This is an optimization exercise on Yosys and OpenROAD, whose aim is a short achievable clock period and few clock cycles, not a production implementation.
Only simulation tests tie the RTL to the original design; equivalence was not proved.
The flow treats the clock pin as an ideal source, which a real chip does not have.

==> job 9294: inputs <==
Design bilateral_filter, start of the top module:
module bilateral_filter (
    input  logic        clk,
    input  logic        rst,
    input  logic        in_valid_i,
    input  logic [7:0]  in_data_i,
    output logic [7:0]  in_addr_o,
    output logic        out_valid_o,
    output logic [7:0]  out_addr_o,
    output logic [7:0]  out_data_o,
    output logic        finish_o
);
clock: 8.5 ns
lec_check: 0
cap_margin: 20
core_margin: 2
core_utilization: 50
cts_cluster_diameter: 100
cts_cluster_size: 30
place_density: 0.6
slew_margin: 20
standard.sh (not shown) runs the stock make flow with config.mk's settings and CLKGATE_MAP_FILE= SYNTH_SCRIPT=/design/flow/synth_recipe.tcl, a recipe that flattens the netlist after the stock synthesis.
==> flow/flow/run.sh <==
#!/bin/bash
set -euo pipefail
KNOBS=(SETUP_SLACK_MARGIN=6.0 ABC_CLOCK_PERIOD_IN_PS=2000)
bash standard.sh "${KNOBS[@]}" cts > standard_to_cts.log 2>&1
RESULTS="$PWD/orfs/results/$FLOW_PLATFORM/bilateral_filter/base" \
  openroad -no_init -exit flow/clock_root.tcl > clock_root.log 2>&1
bash standard.sh "${KNOBS[@]}" finish > standard_finish.log 2>&1
==> flow/flow/clock_root.tcl <==
set results $::env(RESULTS)
read_db $results/4_cts.odb
set blk [ord::get_db_block]
set root [$blk findInst clkbuf_0_clk]
if {$root == "NULL"} { puts "no root buffer clkbuf_0_clk"; exit 1 }
set in_net [[$root findITerm A] getNet]
set out_net [[$root findITerm X] getNet]
set loads {}
foreach it [$out_net getITerms] {
  if {[$it getInst] != $root} { lappend loads $it }
}
if {[llength $loads] > 4 || [llength [$in_net getITerms]] != 1} {
  puts "root buffer drives [llength $loads] pins; left as it is"
  exit 0
}
foreach it $loads {
  puts "moving [[$it getInst] getName]/[[$it getMTerm] getName] to [$in_net getName]"
  $it disconnect
  $it connect $in_net
}
odb::dbInst_destroy $root
odb::dbNet_destroy $out_net
write_db $results/4_cts.odb
puts "root buffer removed"
==> job 2708: changes against job 9294 <==
--- a/flow/design.v
+++ b/flow/design.v
@@ -29,25 +29,14 @@
     function automatic logic [6:0] range_diffs(input logic [7:0] p, input logic [7:0] c);
         logic [8:0] d_pc;
         logic [7:0] d_cp;
         d_pc = {1'b0, p} - {1'b0, c};
         d_cp = c - p;
         range_diffs = {d_pc[8], d_pc[7:5], d_cp[7:5]};
     endfunction
-    function automatic logic [5:0] range_weight3(input logic [2:0] idx);
-        case (idx)
-            3'd0:    range_weight3 = 6'd48;
-            3'd1:    range_weight3 = 6'd36;
-            3'd2:    range_weight3 = 6'd24;
-            3'd3:    range_weight3 = 6'd15;
-            3'd4:    range_weight3 = 6'd9;
-            3'd5:    range_weight3 = 6'd6;
-            default: range_weight3 = 6'd3;
-        endcase
-    endfunction
     function automatic logic [2:0] range_index(input logic [6:0] diffs);
         if (diffs[6]) begin
             range_index = diffs[2:0];
         end else begin
             range_index = diffs[5:3];
         end
     endfunction
@@ -130,39 +119,34 @@
 module tap_weighting (
     input  logic         clk,
     input  logic         rst,
     input  logic [71:0]  win_i,
     input  logic         win_valid_i,
     input  logic [7:0]   win_addr_i,
     input  logic         win_last_i,
-    output logic [95:0]  part_o,
+    output logic [103:0] prod_o,
     output logic [47:0]  wgt_o,
-    output logic [55:0]  wgt3_o,
+    output logic [7:0]   centre_o,
     output logic         prod_valid_o,
     output logic [7:0]   prod_addr_o,
     output logic         prod_last_o
 );
     logic [7:0]  pix_c  [9];
     logic [7:0]  pix_r  [9];
     logic [6:0]  dif_r  [9];
     logic [2:0]  idx_c  [9];
     logic        s1_valid;
     logic [7:0]  s1_addr;
     logic        s1_last;
-    logic [9:0]  p3_r   [9];
-    logic [10:0] p5_r   [9];
+    logic [9:0]  p3_c   [9];
+    logic [10:0] p5_c   [9];
     logic [11:0] rp_c   [9];
     logic [4:0]  rw_c   [9];
     logic [12:0] prod_c [8];
-    logic [31:0] t      [9];
-    logic [31:0] ps     [3];
-    logic [31:0] pc     [3];
     logic [5:0]  wgt_c  [8];
-    logic [5:0]  rw3_c  [9];
-    logic [6:0]  wgt3_c [8];
     always_comb begin
         for (int i = 0; i < 9; i++) begin
             pix_c[i] = win_i[8*(8-i) +: 8];
         end
     end
     always_ff @(posedge clk or posedge rst) begin
         if (rst) begin
@@ -173,135 +157,129 @@
             prod_valid_o <= s1_valid;
         end
     end
     always_ff @(posedge clk) begin
         for (int i = 0; i < 9; i++) begin
             pix_r[i] <= pix_c[i];
             dif_r[i] <= bilateral_pkg::range_diffs(pix_c[i], pix_c[4]);
-            p3_r[i]  <= {2'd0, pix_c[i]} + {1'b0, pix_c[i], 1'b0};
-            p5_r[i]  <= {3'd0, pix_c[i]} + {1'b0, pix_c[i], 2'd0};
         end
         s1_addr <= win_addr_i;
         s1_last <= win_last_i;
     end
     always_comb begin
         for (int i = 0; i < 9; i++) begin
             idx_c[i] = bilateral_pkg::range_index(dif_r[i]);
-            rp_c[i]  = bilateral_pkg::range_product(idx_c[i], pix_r[i], p3_r[i], p5_r[i]);
+            p3_c[i]  = {2'd0, pix_r[i]} + {1'b0, pix_r[i], 1'b0};
+            p5_c[i]  = {3'd0, pix_r[i]} + {1'b0, pix_r[i], 2'd0};
+            rp_c[i]  = bilateral_pkg::range_product(idx_c[i], pix_r[i], p3_c[i], p5_c[i]);
             rw_c[i]  = bilateral_pkg::range_weight(idx_c[i]);
-            rw3_c[i] = bilateral_pkg::range_weight3(idx_c[i]);
         end
         for (int j = 0; j < 8; j++) begin
             if (((j < 4) ? j : j + 1) % 2 == 1) begin
                 prod_c[j] = {rp_c[(j < 4) ? j : j + 1], 1'b0};
                 wgt_c[j]  = {rw_c[(j < 4) ? j : j + 1], 1'b0};
-                wgt3_c[j] = {rw3_c[(j < 4) ? j : j + 1], 1'b0};
             end else begin
                 prod_c[j] = {1'b0, rp_c[(j < 4) ? j : j + 1]};
                 wgt_c[j]  = {1'b0, rw_c[(j < 4) ? j : j + 1]};
-                wgt3_c[j] = {1'b0, rw3_c[(j < 4) ? j : j + 1]};
             end
         end
     end
-    always_comb begin
-        for (int j = 0; j < 4; j++) begin
-            t[j]   = 32'(prod_c[j]);
-            t[j+5] = 32'(prod_c[j+4]);
-        end
-        t[4] = 32'({pix_r[4], 6'd0});
-        for (int g = 0; g < 3; g++) begin
-            ps[g] = bilateral_pkg::csa_sum(t[3*g], t[3*g+1], t[3*g+2]);
-            pc[g] = bilateral_pkg::csa_carry(t[3*g], t[3*g+1], t[3*g+2]);
-        end
-    end
     always_ff @(posedge clk) begin
-        for (int g = 0; g < 3; g++) begin
-            part_o[32*g +: 16]      <= ps[g][15:0];
-            part_o[32*g + 16 +: 16] <= pc[g][15:0];
-        end
         for (int j = 0; j < 8; j++) begin
+            prod_o[13*j +: 13] <= prod_c[j];
         end
         for (int j = 0; j < 8; j++) begin
-            wgt_o[6*j +: 6]  <= wgt_c[j];
-            wgt3_o[7*j +: 7] <= wgt3_c[j];
+            wgt_o[6*j +: 6] <= wgt_c[j];
         end
+        centre_o    <= pix_r[4];
         prod_addr_o <= s1_addr;
         prod_last_o <= s1_last;
     end
 endmodule
 `default_nettype wire
 `timescale 1ns/1ps
 `default_nettype none
 module weighted_sum (
     input  logic         clk,
     input  logic         rst,
-    input  logic [95:0]  part_i,
+    input  logic [103:0] prod_i,
     input  logic [47:0]  wgt_i,
-    input  logic [55:0]  wgt3_i,
+    input  logic [7:0]   centre_i,
     input  logic         prod_valid_i,
     input  logic [7:0]   prod_addr_i,
     input  logic         prod_last_i,
     output logic [15:0]  num_o,
     output logic [8:0]   den_o,
     output logic [9:0]   den3_o,
     output logic         sums_valid_o,
     output logic [7:0]   sums_addr_o,
     output logic         sums_last_o
 );
-    logic [31:0] t [6];
-    logic [5:0]  w  [8];
-    logic [6:0]  w3 [8];
+    logic [31:0] t [9];
+    logic [5:0]  w [8];
+    logic [15:0] row_r [3];
     logic [7:0]  wq_r  [2];
-    logic [8:0]  wq3_r [2];
-    logic [1:0]  vld_r;
-    logic [7:0]  addr_r;
-    logic        last_r;
-    logic [31:0] rs [4];
-    logic [31:0] rc [4];
+    logic [2:0]  vld_r;
+    logic [7:0]  addr_r [2];
+    logic        last_r [2];
+    logic [31:0] rs [6];
+    logic [31:0] rc [6];
+    logic [31:0] ns;
+    logic [31:0] nc;
     logic [15:0] ns_r;
     logic [15:0] nc_r;
+    logic [8:0]  den_r;
     always_comb begin
+        for (int j = 0; j < 4; j++) begin
+            t[j]   = 32'(prod_i[13*j +: 13]);
+            t[j+5] = 32'(prod_i[13*(j+4) +: 13]);
+        end
+        t[4] = 32'({centre_i, 6'd0});
         for (int j = 0; j < 8; j++) begin
-            w[j]  = wgt_i[6*j +: 6];
-            w3[j] = wgt3_i[7*j +: 7];
+            w[j] = wgt_i[6*j +: 6];
         end
-        for (int g = 0; g < 6; g++) begin
-            t[g] = 32'(part_i[16*g +: 16]);
+        for (int g = 0; g < 3; g++) begin
+            rs[g] = bilateral_pkg::csa_sum(t[3*g], t[3*g+1], t[3*g+2]);
+            rc[g] = bilateral_pkg::csa_carry(t[3*g], t[3*g+1], t[3*g+2]);
         end
-        rs[0] = bilateral_pkg::csa_sum(t[0], t[1], t[2]);
-        rc[0] = bilateral_pkg::csa_carry(t[0], t[1], t[2]);
-        rs[1] = bilateral_pkg::csa_sum(t[3], t[4], t[5]);
-        rc[1] = bilateral_pkg::csa_carry(t[3], t[4], t[5]);
-        rs[2] = bilateral_pkg::csa_sum(rs[0], rc[0], rs[1]);
-        rc[2] = bilateral_pkg::csa_carry(rs[0], rc[0], rs[1]);
-        rs[3] = bilateral_pkg::csa_sum(rs[2], rc[2], rc[1]);
-        rc[3] = bilateral_pkg::csa_carry(rs[2], rc[2], rc[1]);
+        rs[3] = bilateral_pkg::csa_sum(rs[0], rc[0], rs[1]);
+        rc[3] = bilateral_pkg::csa_carry(rs[0], rc[0], rs[1]);
+        rs[4] = bilateral_pkg::csa_sum(rc[1], rs[2], rc[2]);
+        rc[4] = bilateral_pkg::csa_carry(rc[1], rs[2], rc[2]);
+        rs[5] = bilateral_pkg::csa_sum(rs[3], rc[3], rs[4]);
+        rc[5] = bilateral_pkg::csa_carry(rs[3], rc[3], rs[4]);
+        ns = bilateral_pkg::csa_sum(32'(row_r[0]), 32'(row_r[1]), 32'(row_r[2]));
+        nc = bilateral_pkg::csa_carry(32'(row_r[0]), 32'(row_r[1]), 32'(row_r[2]));
     end
     always_ff @(posedge clk or posedge rst) begin
         if (rst) begin
             vld_r <= '0;
         end else begin
-            vld_r <= {vld_r[0], prod_valid_i};
+            vld_r <= {vld_r[1:0], prod_valid_i};
         end
     end
-    assign sums_valid_o = vld_r[1];
+    assign sums_valid_o = vld_r[2];
     always_ff @(posedge clk) begin
-        ns_r     <= rs[3][15:0];
-        nc_r     <= rc[3][15:0];
-        wq_r[0]  <= (8'(w[0]) + 8'(w[1])) + (8'(w[2]) + 8'(w[3]));
-        wq_r[1]  <= (8'(w[4]) + 8'(w[5])) + (8'(w[6]) + 8'(w[7]));
-        wq3_r[0] <= (9'(w3[0]) + 9'(w3[1])) + (9'(w3[2]) + 9'(w3[3]));
-        wq3_r[1] <= (9'(w3[4]) + 9'(w3[5])) + (9'(w3[6]) + 9'(w3[7]));
-        addr_r   <= prod_addr_i;
-        last_r   <= prod_last_i;
+        row_r[0] <= rs[5][15:0];
+        row_r[1] <= rc[5][15:0];
+        row_r[2] <= rc[4][15:0];
+        wq_r[0]   <= (8'(w[0]) + 8'(w[1])) + (8'(w[2]) + 8'(w[3]));
+        wq_r[1]   <= (8'(w[4]) + 8'(w[5])) + (8'(w[6]) + 8'(w[7]));
+        addr_r[0] <= prod_addr_i;
+        last_r[0] <= prod_last_i;
+        ns_r      <= ns[15:0];
+        nc_r      <= nc[15:0];
+        den_r     <= 9'd64 + 9'(wq_r[0]) + 9'(wq_r[1]);
+        addr_r[1] <= addr_r[0];
+        last_r[1] <= last_r[0];
         num_o       <= ns_r + nc_r;
-        den_o       <= 9'd64 + 9'(wq_r[0]) + 9'(wq_r[1]);
-        den3_o      <= 10'd192 + 10'(wq3_r[0]) + 10'(wq3_r[1]);
-        sums_addr_o <= addr_r;
-        sums_last_o <= last_r;
+        den_o       <= den_r;
+        den3_o      <= {1'b0, den_r} + {den_r, 1'b0};
+        sums_addr_o <= addr_r[1];
+        sums_last_o <= last_r[1];
     end
 endmodule
 `default_nettype wire
 `timescale 1ns/1ps
 `default_nettype none
 module weight_divider (
     input  logic         clk,
@@ -428,17 +406,17 @@
     output logic [7:0]  out_data_o,
     output logic        finish_o
 );
     logic [71:0]  win;
     logic         win_valid;
     logic [7:0]   win_addr;
     logic         win_last;
-    logic [95:0]  part;
+    logic [103:0] prod;
     logic [47:0]  wgt;
-    logic [55:0]  wgt3;
+    logic [7:0]   centre;
     logic         prod_valid;
     logic [7:0]   prod_addr;
     logic         prod_last;
     logic [15:0]  num;
     logic [8:0]   den;
     logic [9:0]   den3;
     logic         sums_valid;
@@ -458,27 +436,27 @@
     tap_weighting tap_weighting_inst (
         .clk          (clk),
         .rst          (rst),
         .win_i        (win),
         .win_valid_i  (win_valid),
         .win_addr_i   (win_addr),
         .win_last_i   (win_last),
-        .part_o       (part),
+        .prod_o       (prod),
         .wgt_o        (wgt),
-        .wgt3_o       (wgt3),
+        .centre_o     (centre),
         .prod_valid_o (prod_valid),
         .prod_addr_o  (prod_addr),
         .prod_last_o  (prod_last)
     );
     weighted_sum weighted_sum_inst (
         .clk          (clk),
         .rst          (rst),
-        .part_i       (part),
+        .prod_i       (prod),
         .wgt_i        (wgt),
-        .wgt3_i       (wgt3),
+        .centre_i     (centre),
         .prod_valid_i (prod_valid),
         .prod_addr_i  (prod_addr),
         .prod_last_i  (prod_last),
         .num_o        (num),
         .den_o        (den),
         .den3_o       (den3),
         .sums_valid_o (sums_valid),
==> flow/config.mk (replaced) <==
export PLATFORM = sky130hd
export DESIGN_NAME = bilateral_filter
export DESIGN_NICKNAME = bilateral_filter
export VERILOG_FILES = /design/flow/design.v
export SDC_FILE = /design/flow/constraint.sdc
export NUM_CORES = 4
export LEC_CHECK = 0
export CAP_MARGIN = 20
export CORE_MARGIN = 2
export CORE_UTILIZATION = 62
export CTS_CLUSTER_DIAMETER = 100
export CTS_CLUSTER_SIZE = 30
export PLACE_DENSITY = 0.7
export SLEW_MARGIN = 20
==> job 8245: changes against job 9294 <==
--- a/flow/design.v
+++ b/flow/design.v
@@ -66,17 +66,15 @@
 module window_fetch (
     input  logic        clk,
     input  logic        rst,
     input  logic        in_valid_i,
     input  logic [7:0]  in_data_i,
     output logic [7:0]  in_addr_o,
     output logic [71:0] win_o,
-    output logic        win_valid_o,
-    output logic [7:0]  win_addr_o,
-    output logic        win_last_o
+    output logic        win_valid_o
 );
     localparam int SR_LEN = bilateral_pkg::SR_LEN;
     logic        rd_active;
     logic [7:0]  rd_addr;
     logic        accept;
     logic [7:0]  sr [SR_LEN];
     logic [7:0]  rd_addr_n;
@@ -114,44 +112,36 @@
             sr[0] <= cap_data;
             for (int i = 1; i < SR_LEN; i++) begin
                 sr[i] <= sr[i-1];
             end
         end
     end
     assign win_valid_o = cap_valid && (cap_addr[7:4] >= 4'd2) && (cap_addr[3:0] >= 4'd2);
-    assign win_addr_o  = cap_addr - 8'h11;
-    assign win_last_o  = (cap_addr == 8'hff);
     assign win_o = {sr[33], sr[32], sr[31],
                     sr[17], sr[16], sr[15],
                     sr[1],  sr[0],  cap_data};
 endmodule
 `default_nettype wire
 `timescale 1ns/1ps
 `default_nettype none
 module tap_weighting (
     input  logic         clk,
     input  logic         rst,
     input  logic [71:0]  win_i,
     input  logic         win_valid_i,
-    input  logic [7:0]   win_addr_i,
-    input  logic         win_last_i,
     output logic [95:0]  part_o,
     output logic [47:0]  wgt_o,
     output logic [55:0]  wgt3_o,
-    output logic         prod_valid_o,
-    output logic [7:0]   prod_addr_o,
-    output logic         prod_last_o
+    output logic         prod_valid_o
 );
     logic [7:0]  pix_c  [9];
     logic [7:0]  pix_r  [9];
     logic [6:0]  dif_r  [9];
     logic [2:0]  idx_c  [9];
     logic        s1_valid;
-    logic [7:0]  s1_addr;
-    logic        s1_last;
     logic [9:0]  p3_r   [9];
     logic [10:0] p5_r   [9];
     logic [11:0] rp_c   [9];
     logic [4:0]  rw_c   [9];
     logic [12:0] prod_c [8];
     logic [31:0] t      [9];
     logic [31:0] ps     [3];
@@ -176,16 +166,14 @@
     always_ff @(posedge clk) begin
         for (int i = 0; i < 9; i++) begin
             pix_r[i] <= pix_c[i];
             dif_r[i] <= bilateral_pkg::range_diffs(pix_c[i], pix_c[4]);
             p3_r[i]  <= {2'd0, pix_c[i]} + {1'b0, pix_c[i], 1'b0};
             p5_r[i]  <= {3'd0, pix_c[i]} + {1'b0, pix_c[i], 2'd0};
         end
-        s1_addr <= win_addr_i;
-        s1_last <= win_last_i;
     end
     always_comb begin
         for (int i = 0; i < 9; i++) begin
             idx_c[i] = bilateral_pkg::range_index(dif_r[i]);
             rp_c[i]  = bilateral_pkg::range_product(idx_c[i], pix_r[i], p3_r[i], p5_r[i]);
             rw_c[i]  = bilateral_pkg::range_weight(idx_c[i]);
             rw3_c[i] = bilateral_pkg::range_weight3(idx_c[i]);
@@ -220,45 +208,37 @@
         end
         for (int j = 0; j < 8; j++) begin
         end
         for (int j = 0; j < 8; j++) begin
             wgt_o[6*j +: 6]  <= wgt_c[j];
             wgt3_o[7*j +: 7] <= wgt3_c[j];
         end
-        prod_addr_o <= s1_addr;
-        prod_last_o <= s1_last;
     end
 endmodule
 `default_nettype wire
 `timescale 1ns/1ps
 `default_nettype none
 module weighted_sum (
     input  logic         clk,
     input  logic         rst,
     input  logic [95:0]  part_i,
     input  logic [47:0]  wgt_i,
     input  logic [55:0]  wgt3_i,
     input  logic         prod_valid_i,
-    input  logic [7:0]   prod_addr_i,
-    input  logic         prod_last_i,
     output logic [15:0]  num_o,
     output logic [8:0]   den_o,
     output logic [9:0]   den3_o,
-    output logic         sums_valid_o,
-    output logic [7:0]   sums_addr_o,
-    output logic         sums_last_o
+    output logic         sums_valid_o
 );
     logic [31:0] t [6];
     logic [5:0]  w  [8];
     logic [6:0]  w3 [8];
     logic [7:0]  wq_r  [2];
     logic [8:0]  wq3_r [2];
     logic [1:0]  vld_r;
-    logic [7:0]  addr_r;
-    logic        last_r;
     logic [31:0] rs [4];
     logic [31:0] rc [4];
     logic [15:0] ns_r;
     logic [15:0] nc_r;
     always_comb begin
         for (int j = 0; j < 8; j++) begin
             w[j]  = wgt_i[6*j +: 6];
@@ -287,47 +267,39 @@
     always_ff @(posedge clk) begin
         ns_r     <= rs[3][15:0];
         nc_r     <= rc[3][15:0];
         wq_r[0]  <= (8'(w[0]) + 8'(w[1])) + (8'(w[2]) + 8'(w[3]));
         wq_r[1]  <= (8'(w[4]) + 8'(w[5])) + (8'(w[6]) + 8'(w[7]));
         wq3_r[0] <= (9'(w3[0]) + 9'(w3[1])) + (9'(w3[2]) + 9'(w3[3]));
         wq3_r[1] <= (9'(w3[4]) + 9'(w3[5])) + (9'(w3[6]) + 9'(w3[7]));
-        addr_r   <= prod_addr_i;
-        last_r   <= prod_last_i;
         num_o       <= ns_r + nc_r;
         den_o       <= 9'd64 + 9'(wq_r[0]) + 9'(wq_r[1]);
         den3_o      <= 10'd192 + 10'(wq3_r[0]) + 10'(wq3_r[1]);
-        sums_addr_o <= addr_r;
-        sums_last_o <= last_r;
     end
 endmodule
 `default_nettype wire
 `timescale 1ns/1ps
 `default_nettype none
 module weight_divider (
     input  logic         clk,
     input  logic         rst,
     input  logic [15:0]  num_i,
     input  logic [8:0]   den_i,
     input  logic [9:0]   den3_i,
     input  logic         sums_valid_i,
-    input  logic [7:0]   sums_addr_i,
-    input  logic         sums_last_i,
     output logic         out_valid_o,
     output logic [7:0]   out_addr_o,
     output logic [7:0]   out_data_o,
     output logic         finish_o
 );
     localparam int NST = 4;
     logic [NST-1:0][15:0] rem_r;
     logic [NST-1:0][8:0]  den_r;
     logic [NST-1:0][9:0]  den3_r;
     logic [NST-1:0][7:0]  quot_r;
-    logic [NST-1:0][7:0]  addr_r;
-    logic [NST-1:0]       last_r;
     logic [NST-1:0]       vld_r;
     logic [15:0] rem_in  [NST];
     logic [8:0]  den_in  [NST];
     logic [9:0]  den3_in [NST];
     logic [7:0]  quot_in [NST];
     logic [15:0] rem_n   [NST];
     logic [7:0]  quot_n  [NST];
@@ -385,36 +357,42 @@
         end
     end
     always_ff @(posedge clk) begin
         rem_r[0]  <= rem_n[0];
         den_r[0]  <= den_in[0];
         den3_r[0] <= den3_in[0];
         quot_r[0] <= quot_n[0];
-        addr_r[0] <= sums_addr_i;
-        last_r[0] <= sums_last_i;
         for (int s = 1; s < NST; s++) begin
             rem_r[s]  <= rem_n[s];
             den_r[s]  <= den_in[s];
             den3_r[s] <= den3_in[s];
             quot_r[s] <= quot_n[s];
-            addr_r[s] <= addr_r[s-1];
-            last_r[s] <= last_r[s-1];
         end
     end
-    assign out_addr_o  = addr_r[NST-1];
     assign out_data_o  = quot_r[NST-1];
-    logic out_last;
+    logic [7:0] out_pos;
+    always_ff @(posedge clk or posedge rst) begin
+        if (rst) begin
+            out_pos <= 8'h11;
+        end else if (vld_r[NST-2]) begin
+            if (out_pos[3:0] == 4'd14) begin
+                out_pos <= {out_pos[7:4] + 4'd1, 4'd1};
+            end else begin
+                out_pos <= out_pos + 8'd1;
+            end
+        end
+    end
     always_ff @(posedge clk) begin
-        out_last <= last_r[NST-2];
+        out_addr_o <= out_pos;
         if (rst) begin
             out_valid_o <= 1'b0;
             finish_o    <= 1'b0;
         end else begin
             out_valid_o <= vld_r[NST-2];
-            finish_o    <= finish_o || (out_valid_o && out_last);
+            finish_o    <= finish_o || (out_valid_o && out_addr_o == 8'hee);
         end
     end
 endmodule
 `default_nettype wire
 `timescale 1ns/1ps
 `default_nettype none
 module bilateral_filter (
@@ -426,78 +404,60 @@
     output logic        out_valid_o,
     output logic [7:0]  out_addr_o,
     output logic [7:0]  out_data_o,
     output logic        finish_o
 );
     logic [71:0]  win;
     logic         win_valid;
-    logic [7:0]   win_addr;
-    logic         win_last;
     logic [95:0]  part;
     logic [47:0]  wgt;
     logic [55:0]  wgt3;
     logic         prod_valid;
-    logic [7:0]   prod_addr;
-    logic         prod_last;
     logic [15:0]  num;
     logic [8:0]   den;
     logic [9:0]   den3;
     logic         sums_valid;
-    logic [7:0]   sums_addr;
-    logic         sums_last;
     window_fetch window_fetch_inst (
         .clk         (clk),
         .rst         (rst),
         .in_valid_i  (in_valid_i),
         .in_data_i   (in_data_i),
         .in_addr_o   (in_addr_o),
         .win_o       (win),
-        .win_valid_o (win_valid),
-        .win_addr_o  (win_addr),
-        .win_last_o  (win_last)
+        .win_valid_o (win_valid)
     );
     tap_weighting tap_weighting_inst (
         .clk          (clk),
         .rst          (rst),
         .win_i        (win),
         .win_valid_i  (win_valid),
-        .win_addr_i   (win_addr),
-        .win_last_i   (win_last),
         .part_o       (part),
         .wgt_o        (wgt),
         .wgt3_o       (wgt3),
-        .prod_valid_o (prod_valid),
-        .prod_addr_o  (prod_addr),
-        .prod_last_o  (prod_last)
+        .prod_valid_o (prod_valid)
     );
     weighted_sum weighted_sum_inst (
         .clk          (clk),
         .rst          (rst),
         .part_i       (part),
         .wgt_i        (wgt),
         .wgt3_i       (wgt3),
         .prod_valid_i (prod_valid),
-        .prod_addr_i  (prod_addr),
-        .prod_last_i  (prod_last),
         .num_o        (num),
         .den_o        (den),
         .den3_o       (den3),
-        .sums_valid_o (sums_valid),
-        .sums_addr_o  (sums_addr),
-        .sums_last_o  (sums_last)
+        .sums_valid_o (sums_valid)
     );
     weight_divider weight_divider_inst (
         .clk          (clk),
         .rst          (rst),
         .num_i        (num),
         .den_i        (den),
         .den3_i       (den3),
         .sums_valid_i (sums_valid),
-        .sums_addr_i  (sums_addr),
-        .sums_last_i  (sums_last),
         .out_valid_o  (out_valid_o),
         .out_addr_o   (out_addr_o),
         .out_data_o   (out_data_o),
         .finish_o     (finish_o)
     );
 endmodule
 `default_nettype wire
==> flow/config.mk (replaced) <==
export PLATFORM = sky130hd
export DESIGN_NAME = bilateral_filter
export DESIGN_NICKNAME = bilateral_filter
export VERILOG_FILES = /design/flow/design.v
export SDC_FILE = /design/flow/constraint.sdc
export NUM_CORES = 4
export LEC_CHECK = 0
export CAP_MARGIN = 20
export CORE_MARGIN = 2
export CORE_UTILIZATION = 62
export CTS_CLUSTER_DIAMETER = 100
export CTS_CLUSTER_SIZE = 30
export PLACE_DENSITY = 0.7
export SLEW_MARGIN = 20
==> notes <==
Synthesized cell count: job 9294 is higher than job 8245 (about 2.8%).
The highest maximum frequency belongs to job 2708, the lowest to job 9294.
First-iteration DRC count, lowest first: job 2708, job 9294, job 8245.
The highest flip-flop and latch count belongs to job 9294, the lowest to job 2708.
The highest via count belongs to job 8245, the lowest to job 2708.
Testbench counts of job 9294, summed over its fixed seeds: cycles 6,360.
Testbench counts of job 2708, summed over its fixed seeds: cycles 6,384.
Testbench counts of job 8245, summed over its fixed seeds: cycles 6,360.

==> what the ideal ports hide <==
No port has a modelled driver above. Below, the same layouts with a new extraction and two added sets of constraints. Step 1 assumes that a clkbuf_16 drives the clock port and a buf_2 every other input. Step 2 adds t to the input delays and takes it off the output delays; t is the mean of the earliest and latest rising clock arrival at the registers after step 1. Input paths then give back, and output paths get back, about the clock's delay inside the block. Three values: ideal, step 1, step 2; two values: the first two.
run | t, ns | slack for setup (ns) | clock arrival spread, ns | slew at the worst register clock pin (ns) | cell pins on the clock port's net
job 9294 | 0.569 | 5.901 / 5.772 / 5.731 | 0.022 / 0.022 | 0.12 / 0.12 | 4
job 2708 | 0.530 | 5.942 / 5.821 / 5.620 | 0.033 / 0.033 | 0.12 / 0.12 | 4
job 8245 | 0.544 | 5.926 / 5.798 / 5.718 | 0.036 / 0.036 | 0.12 / 0.12 | 4
After both steps setup and hold are still met in every run listed. The setup slack of job 2708, which loses most, moves by -0.121 ns with the drivers and by -0.322 ns with both steps.
